What follows belongs to an exercise in optimizing a design on an open flow for small area; a production flow would make more cautious choices. RTL that was checked went through simulation tests only; none was proved equivalent to the original. No activity file was given, so power comes from the tool's default toggle rates.

Setup of v6:
==> flow/design.v (excerpt) <==
module clint_top (
  input  logic        clk,
  input  logic        rst_n,
  input  logic [31:0] AXI_AWADDR,
  input  logic        AXI_AWVALID,
  output logic        AXI_AWREADY,
  input  logic [31:0] AXI_WDATA,
  input  logic [3:0]  AXI_WSTRB,
  input  logic        AXI_WVALID,
  output logic        AXI_WREADY,
  output logic [1:0]  AXI_BRESP,
  output logic        AXI_BVALID,
  input  logic        AXI_BREADY,
  input  logic [31:0] AXI_ARADDR,
  input  logic        AXI_ARVALID,
  output logic        AXI_ARREADY,
  output logic [31:0] AXI_RDATA,
  output logic [1:0]  AXI_RRESP,
  output logic        AXI_RVALID,
  input  logic        AXI_RREADY,
  output logic [7:0]  hart_swi,
  output logic [7:0]  hart_timeri
);
==> flow/config.mk <==
export PLATFORM = sky130hd
export DESIGN_NAME = clint_top
export DESIGN_NICKNAME = clint_top
export VERILOG_FILES = /design/flow/design.v
export SDC_FILE = /design/flow/constraint.sdc
export NUM_CORES = 4
export LEC_CHECK = 0
export CAP_MARGIN = 20
export CORE_MARGIN = 2
export CORE_UTILIZATION = 45
export CTS_BUF_LIST = sky130_fd_sc_hd__clkbuf_8 sky130_fd_sc_hd__clkbuf_16
export CTS_CLUSTER_DIAMETER = 80
export CTS_CLUSTER_SIZE = 20
export SLEW_MARGIN = 20
==> flow/constraint.sdc <==
create_clock -name core_clock -period 5.0 [get_ports {clk}]
set_input_delay 1.0000 -clock core_clock [delete_from_list [all_inputs] [get_ports {clk}]]
set_output_delay 1.0000 -clock core_clock [all_outputs]
set_load 0.01 [all_outputs]
run.sh (not shown) runs the stock make flow with config.mk's settings and CLKGATE_MAP_FILE= SYNTH_SCRIPT=/design/flow/synth_recipe.tcl, a recipe that flattens the netlist after the stock synthesis.
Inputs modified between v6 and v7:
- removing CTS_BUF_LIST (formerly sky130_fd_sc_hd__clkbuf_8 sky130_fd_sc_hd__clkbuf_16)
- setting GPL_TIMING_DRIVEN to 0 for the first time
- removing CTS_CLUSTER_SIZE (formerly 20)
- removing CTS_CLUSTER_DIAMETER (formerly 80)
- changing CAP_MARGIN from 20 to 10
- changing SLEW_MARGIN from 20 to 10
==> flow/flow/run.sh (new file) <==
#!/bin/bash
# Layout flow: the standard ORFS flow (standard.sh) with these changes.
#  1. Synthesis is the standard flow's synthesis script unchanged except that ABC maps the combinational
#     logic with flow/abc_area.script (area-oriented mapping). Registers are mapped by the
#     standard steps before ABC runs, so they are the same as in the standard synthesis.
#  2. Port buffers use the smallest buffer cell (sky130_fd_sc_hd__buf_1).
#  3. Clock-tree synthesis clusters more sinks per buffer (clkbuf_16 only) and inserts no dummy
#     loads.
#  4. Buffers from synthesis are removed at floorplan (the ABC script inserts none anyway).
# Each tool's full output goes to the ORFS logs under orfs/logs and to flow_make.log here.
set -euo pipefail
W=$PWD
mkdir -p mysynth
sed 's#^\( *\)log_cmd abc {\*}\$abc_args#\1log_cmd abc {*}[lreplace $abc_args 1 1 '"$W"'/flow/abc_area.script]#' \
  "$FLOW_HOME/scripts/synth.tcl" > mysynth/synth.tcl
grep -q 'flow/abc_area.script' mysynth/synth.tcl
sed "s#\$::env(SCRIPTS_DIR)/synth.tcl#$W/mysynth/synth.tcl#" synth_recipe.tcl > mysynth/synth_recipe.tcl
grep -q 'mysynth/synth.tcl' mysynth/synth_recipe.tcl
sed "s#SYNTH_SCRIPT=[^ ]*#SYNTH_SCRIPT=$W/mysynth/synth_recipe.tcl#" standard.sh > mysynth/standard.sh
grep -q 'mysynth/synth_recipe.tcl' mysynth/standard.sh
export BUFFER_PORTS_ARGS="-buffer_cell sky130_fd_sc_hd__buf_1"
export CTS_ARGS="-sink_clustering_enable -repair_clock_nets -dont_use_dummy_load -sink_clustering_size 20 -sink_clustering_max_diameter 80 -buf_list {sky130_fd_sc_hd__clkbuf_16}"
export REMOVE_ABC_BUFFERS=1
bash mysynth/standard.sh > flow_make.log 2>&1
==> flow/flow/abc_area.script (new file) <==
&get -n
&st
&dch -f
&nf -p -a -F 8 -A 4
&put
topo
stime -c
upsize -c
dnsize -c
==> flow/standard.sh (new file) <==
#!/bin/bash
# synth_recipe.tcl (not shown) runs the flow's synth.tcl, then flattens the netlist and writes it again
# the make line also repeats each setting of config.mk as NAME=value (left out here)
make -C /OpenROAD-flow-scripts/flow DESIGN_CONFIG=/design/flow/config.mk WORK_HOME=/design/flow/orfs CLKGATE_MAP_FILE= SYNTH_SCRIPT=/design/flow/synth_recipe.tcl "${@:-finish}"
removed: flow/run.sh
==> summary.txt <==
- v7 vs v6 — sequential share of layout area rose 7.4 points.
- Compared with v6, v7 shows a lower relative slew slack.
- Min via count across v7 and v6: v7
- Max met3 capacity usage during global routing across v7 and v6: v6
- Relative to v6, the total leakage power of v7 is lower by about 20%.
- v6 → v7: non-clock buffer count shrank by 186; area after detailed placement shrank by 13%; number of antenna violations at the first check in global routing shrank by 2.

========
run 1:
clint_top, a different RTL version from the one above (not shown whole).
For scale: about 3000 cells after synthesis, about 160 I/O pins, ~33000 um2 of cells after synthesis.
clock: 5.0 ns
lec_check: 0
cap_margin: 0
core_margin: 2
core_utilization: 55
cts_buf_list: sky130_fd_sc_hd__clkbuf_8 sky130_fd_sc_hd__clkbuf_16
cts_cluster_diameter: 100
cts_cluster_size: 30
slew_margin: 0
Stock flow here: none of the scripts above is used.
In run 1 the implementation ran to completion but is not tape-out ready, as the final checks report max-capacitance violations, max-slew violations.
Edits applied to the flow inputs when going from run 1 to run 2:
==> flow/flow/run.sh (new file) <==
#!/bin/bash
# Standard ORFS layout with two changes: port buffers use the smallest buffer cell, and clock-tree
# synthesis clusters more sinks per buffer and inserts no dummy loads.
set -euo pipefail
export BUFFER_PORTS_ARGS="-buffer_cell sky130_fd_sc_hd__buf_1"
export CTS_ARGS="-sink_clustering_enable -repair_clock_nets -dont_use_dummy_load -sink_clustering_size 30 -sink_clustering_max_diameter 100 -buf_list {sky130_fd_sc_hd__clkbuf_8 sky130_fd_sc_hd__clkbuf_16}"
bash standard.sh > flow_make.log 2>&1
==> flow/standard.sh (new file) <==
#!/bin/bash
# synth_recipe.tcl (not shown) runs the flow's synth.tcl, then flattens the netlist and writes it again
# the make line also repeats each setting of config.mk as NAME=value (left out here)
make -C /OpenROAD-flow-scripts/flow DESIGN_CONFIG=/design/flow/config.mk WORK_HOME=/design/flow/orfs CLKGATE_MAP_FILE= SYNTH_SCRIPT=/design/flow/synth_recipe.tcl "${@:-finish}"
--- a/flow/config.mk
+++ b/flow/config.mk
@@ -11,3 +10,0 @@
-export CTS_BUF_LIST = sky130_fd_sc_hd__clkbuf_8 sky130_fd_sc_hd__clkbuf_16
-export CTS_CLUSTER_DIAMETER = 100
-export CTS_CLUSTER_SIZE = 30
removed: flow/run.sh
==> comparison <==
Between run 1 and run 2, the wire length of the first global-routing pass does not differ in any meaningful way.
Comparing run 2 and run 1, the higher design area is on run 1.
Run 2 completed end to end; final checks failed (max-capacitance violations, max-slew violations).
Sort run 2 and run 1 by final wirelength asc -> top: run 1
Compared to run 1, run 2 has required time at the endpoint of the critical path 0.06 ns higher.
Arrival time at the worst endpoint in run 2 vs run 1: up 0.48 ns
| reported net switching power | run 2 vs run 1 | better |
Diff run 1..run 2 | cell count after synthesis | unchanged
Worst ir drop on vdd: lower on run 1
Run 2 has less setup slack than run 1.
No functional check of the RTL was part of any run of this note.

========
== run A ==
clint_top with an RTL version that a note above also has.
Size: roughly 630 flip-flops, ~160 I/O pins, roughly 0.030 sq mm of cells after synthesis.
Design clint_top, start of the top module:
module clint_top (
  input  logic        clk,
  input  logic        rst_n,
  input  logic [31:0] AXI_AWADDR,
  input  logic        AXI_AWVALID,
  output logic        AXI_AWREADY,
  input  logic [31:0] AXI_WDATA,
  input  logic [3:0]  AXI_WSTRB,
  input  logic        AXI_WVALID,
  output logic        AXI_WREADY,
  output logic [1:0]  AXI_BRESP,
  output logic        AXI_BVALID,
  input  logic        AXI_BREADY,
  input  logic [31:0] AXI_ARADDR,
  input  logic        AXI_ARVALID,
  output logic        AXI_ARREADY,
  output logic [31:0] AXI_RDATA,
  output logic [1:0]  AXI_RRESP,
  output logic        AXI_RVALID,
  input  logic        AXI_RREADY,
  output logic [7:0]  hart_swi,
  output logic [7:0]  hart_timeri
);
  armleocpu_clint_timebase #(
    .HART_COUNT(8),
    .HART_COUNT_WIDTH(3),
    .TIMEBASE_DIV(4)
  ) u_clint (
    .clk(clk), .rst_n(rst_n),
    .AXI_AWADDR(AXI_AWADDR), .AXI_AWVALID(AXI_AWVALID), .AXI_AWREADY(AXI_AWREADY),
    .AXI_WDATA(AXI_WDATA), .AXI_WSTRB(AXI_WSTRB), .AXI_WVALID(AXI_WVALID), .AXI_WREADY(AXI_WREADY),
    .AXI_BRESP(AXI_BRESP), .AXI_BVALID(AXI_BVALID), .AXI_BREADY(AXI_BREADY),
    .AXI_ARADDR(AXI_ARADDR), .AXI_ARVALID(AXI_ARVALID), .AXI_ARREADY(AXI_ARREADY),
    .AXI_RDATA(AXI_RDATA), .AXI_RRESP(AXI_RRESP), .AXI_RVALID(AXI_RVALID), .AXI_RREADY(AXI_RREADY),
    .hart_swi(hart_swi), .hart_timeri(hart_timeri)
  );
endmodule
clock: 5.0 ns
lec_check: 0
cap_margin: 20
core_margin: 2
core_utilization: 45
slew_margin: 20
standard.sh (not shown) runs the stock make flow with config.mk's settings and CLKGATE_MAP_FILE= SYNTH_SCRIPT=/design/flow/synth_recipe.tcl, a recipe that flattens the netlist after the stock synthesis.
==> flow/flow/run.sh <==
#!/bin/bash
# Layout flow: the standard ORFS flow (standard.sh) with three changes.
#  1. Synthesis is the standard flow's synthesis script unchanged except that ABC maps the combinational
#     logic with flow/abc_area.script (area-oriented mapping). Registers are mapped by the
#     standard steps before ABC runs, so they are the same as in the standard synthesis.
#  2. Port buffers use the smallest buffer cell (sky130_fd_sc_hd__buf_1).
#  3. Clock-tree synthesis clusters more sinks per buffer and inserts no dummy loads.
# Each tool's full output goes to the ORFS logs under orfs/logs and to flow_make.log here.
set -euo pipefail
W=$PWD
mkdir -p mysynth
sed 's#^\( *\)log_cmd abc {\*}\$abc_args#\1log_cmd abc {*}[lreplace $abc_args 1 1 '"$W"'/flow/abc_area.script]#' \
  "$FLOW_HOME/scripts/synth.tcl" > mysynth/synth.tcl
grep -q 'flow/abc_area.script' mysynth/synth.tcl
sed "s#\$::env(SCRIPTS_DIR)/synth.tcl#$W/mysynth/synth.tcl#" synth_recipe.tcl > mysynth/synth_recipe.tcl
grep -q 'mysynth/synth.tcl' mysynth/synth_recipe.tcl
sed "s#SYNTH_SCRIPT=[^ ]*#SYNTH_SCRIPT=$W/mysynth/synth_recipe.tcl#" standard.sh > mysynth/standard.sh
grep -q 'mysynth/synth_recipe.tcl' mysynth/standard.sh
export BUFFER_PORTS_ARGS="-buffer_cell sky130_fd_sc_hd__buf_1"
export CTS_ARGS="-sink_clustering_enable -repair_clock_nets -dont_use_dummy_load -sink_clustering_size 20 -sink_clustering_max_diameter 80 -buf_list {sky130_fd_sc_hd__clkbuf_8 sky130_fd_sc_hd__clkbuf_16}"
bash mysynth/standard.sh > flow_make.log 2>&1
==> flow/flow/abc_area.script <==
&get -n
&st
&dch -f
&nf -p -a -F 8 -A 4
&put
buffer -c
topo
stime -c
upsize -c
dnsize -c
Inputs modified between run A and run B:
Settings: putting GPL_TIMING_DRIVEN at 0 where nothing was set.
==> flow/flow/run.sh <==
#!/bin/bash
# Layout flow: the standard ORFS flow (standard.sh) with these changes.
#  1. Synthesis is the standard flow's synthesis script unchanged except that ABC maps the combinational
#     logic with flow/abc_area.script (area-oriented mapping). Registers are mapped by the
#     standard steps before ABC runs, so they are the same as in the standard synthesis.
#  2. Port buffers use the smallest buffer cell (sky130_fd_sc_hd__buf_1).
#  3. Clock-tree synthesis clusters more sinks per buffer (clkbuf_16 only) and inserts no dummy
#     loads.
#  4. Buffers from synthesis are removed at floorplan (the ABC script inserts none anyway).
# Each tool's full output goes to the ORFS logs under orfs/logs and to flow_make.log here.
set -euo pipefail
W=$PWD
mkdir -p mysynth
sed 's#^\( *\)log_cmd abc {\*}\$abc_args#\1log_cmd abc {*}[lreplace $abc_args 1 1 '"$W"'/flow/abc_area.script]#' \
  "$FLOW_HOME/scripts/synth.tcl" > mysynth/synth.tcl
grep -q 'flow/abc_area.script' mysynth/synth.tcl
sed "s#\$::env(SCRIPTS_DIR)/synth.tcl#$W/mysynth/synth.tcl#" synth_recipe.tcl > mysynth/synth_recipe.tcl
grep -q 'mysynth/synth.tcl' mysynth/synth_recipe.tcl
sed "s#SYNTH_SCRIPT=[^ ]*#SYNTH_SCRIPT=$W/mysynth/synth_recipe.tcl#" standard.sh > mysynth/standard.sh
grep -q 'mysynth/synth_recipe.tcl' mysynth/standard.sh
export BUFFER_PORTS_ARGS="-buffer_cell sky130_fd_sc_hd__buf_1"
export CTS_ARGS="-sink_clustering_enable -repair_clock_nets -dont_use_dummy_load -sink_clustering_size 24 -sink_clustering_max_diameter 80 -buf_list {sky130_fd_sc_hd__clkbuf_16}"
export REMOVE_ABC_BUFFERS=1
bash mysynth/standard.sh > flow_make.log 2>&1
==> flow/flow/abc_area.script <==
&get -n
&st
&dch -f
&nf -p -a -F 8 -A 4
&put
==> summary.txt <==
Run A → run B: clock power decreased about 5%; sequential share of layout area increased 1.0 points; die outline area decreased 0.0020 sq mm.
Here is what was changed in the inputs of run C compared with run B.
Settings: GPL_TIMING_DRIVEN removed (was 0).
-- flow/flow/run.sh --
<<< run B, line 9
#  4. Buffers from synthesis are removed at floorplan (the ABC script inserts none anyway).
# Each tool's full output goes to the ORFS logs under orfs/logs and to flow_make.log here.
>>> run C, line 9
#  4. Buffers from synthesis are removed at floorplan (the ABC script inserts none anyway).
#  5. Timing-driven global placement keeps none of its trial resizing.
# Each tool's full output goes to the ORFS logs under orfs/logs and to flow_make.log here.
<<< run B, line 21
export BUFFER_PORTS_ARGS="-buffer_cell sky130_fd_sc_hd__buf_1"
export CTS_ARGS="-sink_clustering_enable -repair_clock_nets -dont_use_dummy_load -sink_clustering_size 24 -sink_clustering_max_diameter 80 -buf_list {sky130_fd_sc_hd__clkbuf_16}"
export REMOVE_ABC_BUFFERS=1
bash mysynth/standard.sh > flow_make.log 2>&1
>>> run C, line 22
export BUFFER_PORTS_ARGS="-buffer_cell sky130_fd_sc_hd__buf_1"
export CTS_ARGS="-sink_clustering_enable -repair_clock_nets -dont_use_dummy_load -sink_clustering_size 20 -sink_clustering_max_diameter 80 -buf_list {sky130_fd_sc_hd__clkbuf_16}"
export REMOVE_ABC_BUFFERS=1
# Timing-driven global placement guides placement only; its trial buffers are not kept.
export GPL_KEEP_OVERFLOW=0
bash mysynth/standard.sh > flow_make.log 2>&1
-- flow/flow/abc_area.script --
<<< run B, line 5
&put
>>> run C, line 5
&put
topo
stime -c
upsize -c
dnsize -c
[summary]
Looking at net switching power figure across run C and run B, the one that comes out lower is run B. Comparing run B with run C, the number of max-capacitance violations reported came out essentially unchanged. On part of the power in combinational logic, run B tracks run C almost exactly. Delta (run C minus run B): clock-buffer cell count went up about 9%; total power climbed 2.3%; share of the yosys chip area belonging to registers has decreased. Comparing cell-internal power for run C and run B, the bigger number came from run C. The post-synthesis to final-layout area growth number comes out higher for run C vs run B. Run C does better than run B on relative slew slack. Die area, run C and run B, lower one = run B.

==> static timing again, ports no longer ideal <==
Ports are ideal in the flow. The routed layouts listed here were re-timed in OpenROAD. Step 1 (the two cells are an assumption about what drives the block):
set clk [get_ports {clk}]
set_driving_cell -lib_cell sky130_fd_sc_hd__clkbuf_16 $clk
set_driving_cell -lib_cell sky130_fd_sc_hd__buf_2 [delete_from_list [all_inputs] $clk]
Step 2 moves the port delays by t, midway between the first and last clock arrival at a register: inputs arrive t later, outputs are due t later. That takes back most of the time a late clock gives input paths. Slacks: ideal / step 1 / step 2; pairs: ideal / step 1.
run | t (ns) | setup slack, ns | worst setup path after step 2 | worst register clock-pin slew, ns | worst data-port slew with drivers (ns)
v6 | 0.678 | 0.806 / 0.806 / 0.372 | input to register | 0.09 / 0.09 | 0.04
v7 | 0.652 | 0.144 / 0.144 / -0.013 | input to register | 0.09 / 0.09 | 0.07
run 1 | 0.695 | 0.680 / 0.703 / 0.032 | input to register | 0.12 / 0.12 | 0.07
run 2 | 0.702 | 0.261 / 0.261 / 0.261 | register to register | 0.12 / 0.12 | 0.12
run A | 0.657 | 0.563 / 0.563 / 0.420 | input to register | 0.09 / 0.09 | 0.09
run B | 0.649 | 0.221 / 0.221 / 0.007 | input to register | 0.10 / 0.10 | 0.07
run C | 0.649 | 0.221 / 0.221 / -0.170 | input to register | 0.09 / 0.09 | 0.06
With both steps, setup timing fails in v7 and run C, where it was met with ideal ports. The setup slack of run 1, which loses most, moves by +0.023 ns with the drivers and by -0.648 ns with both steps.
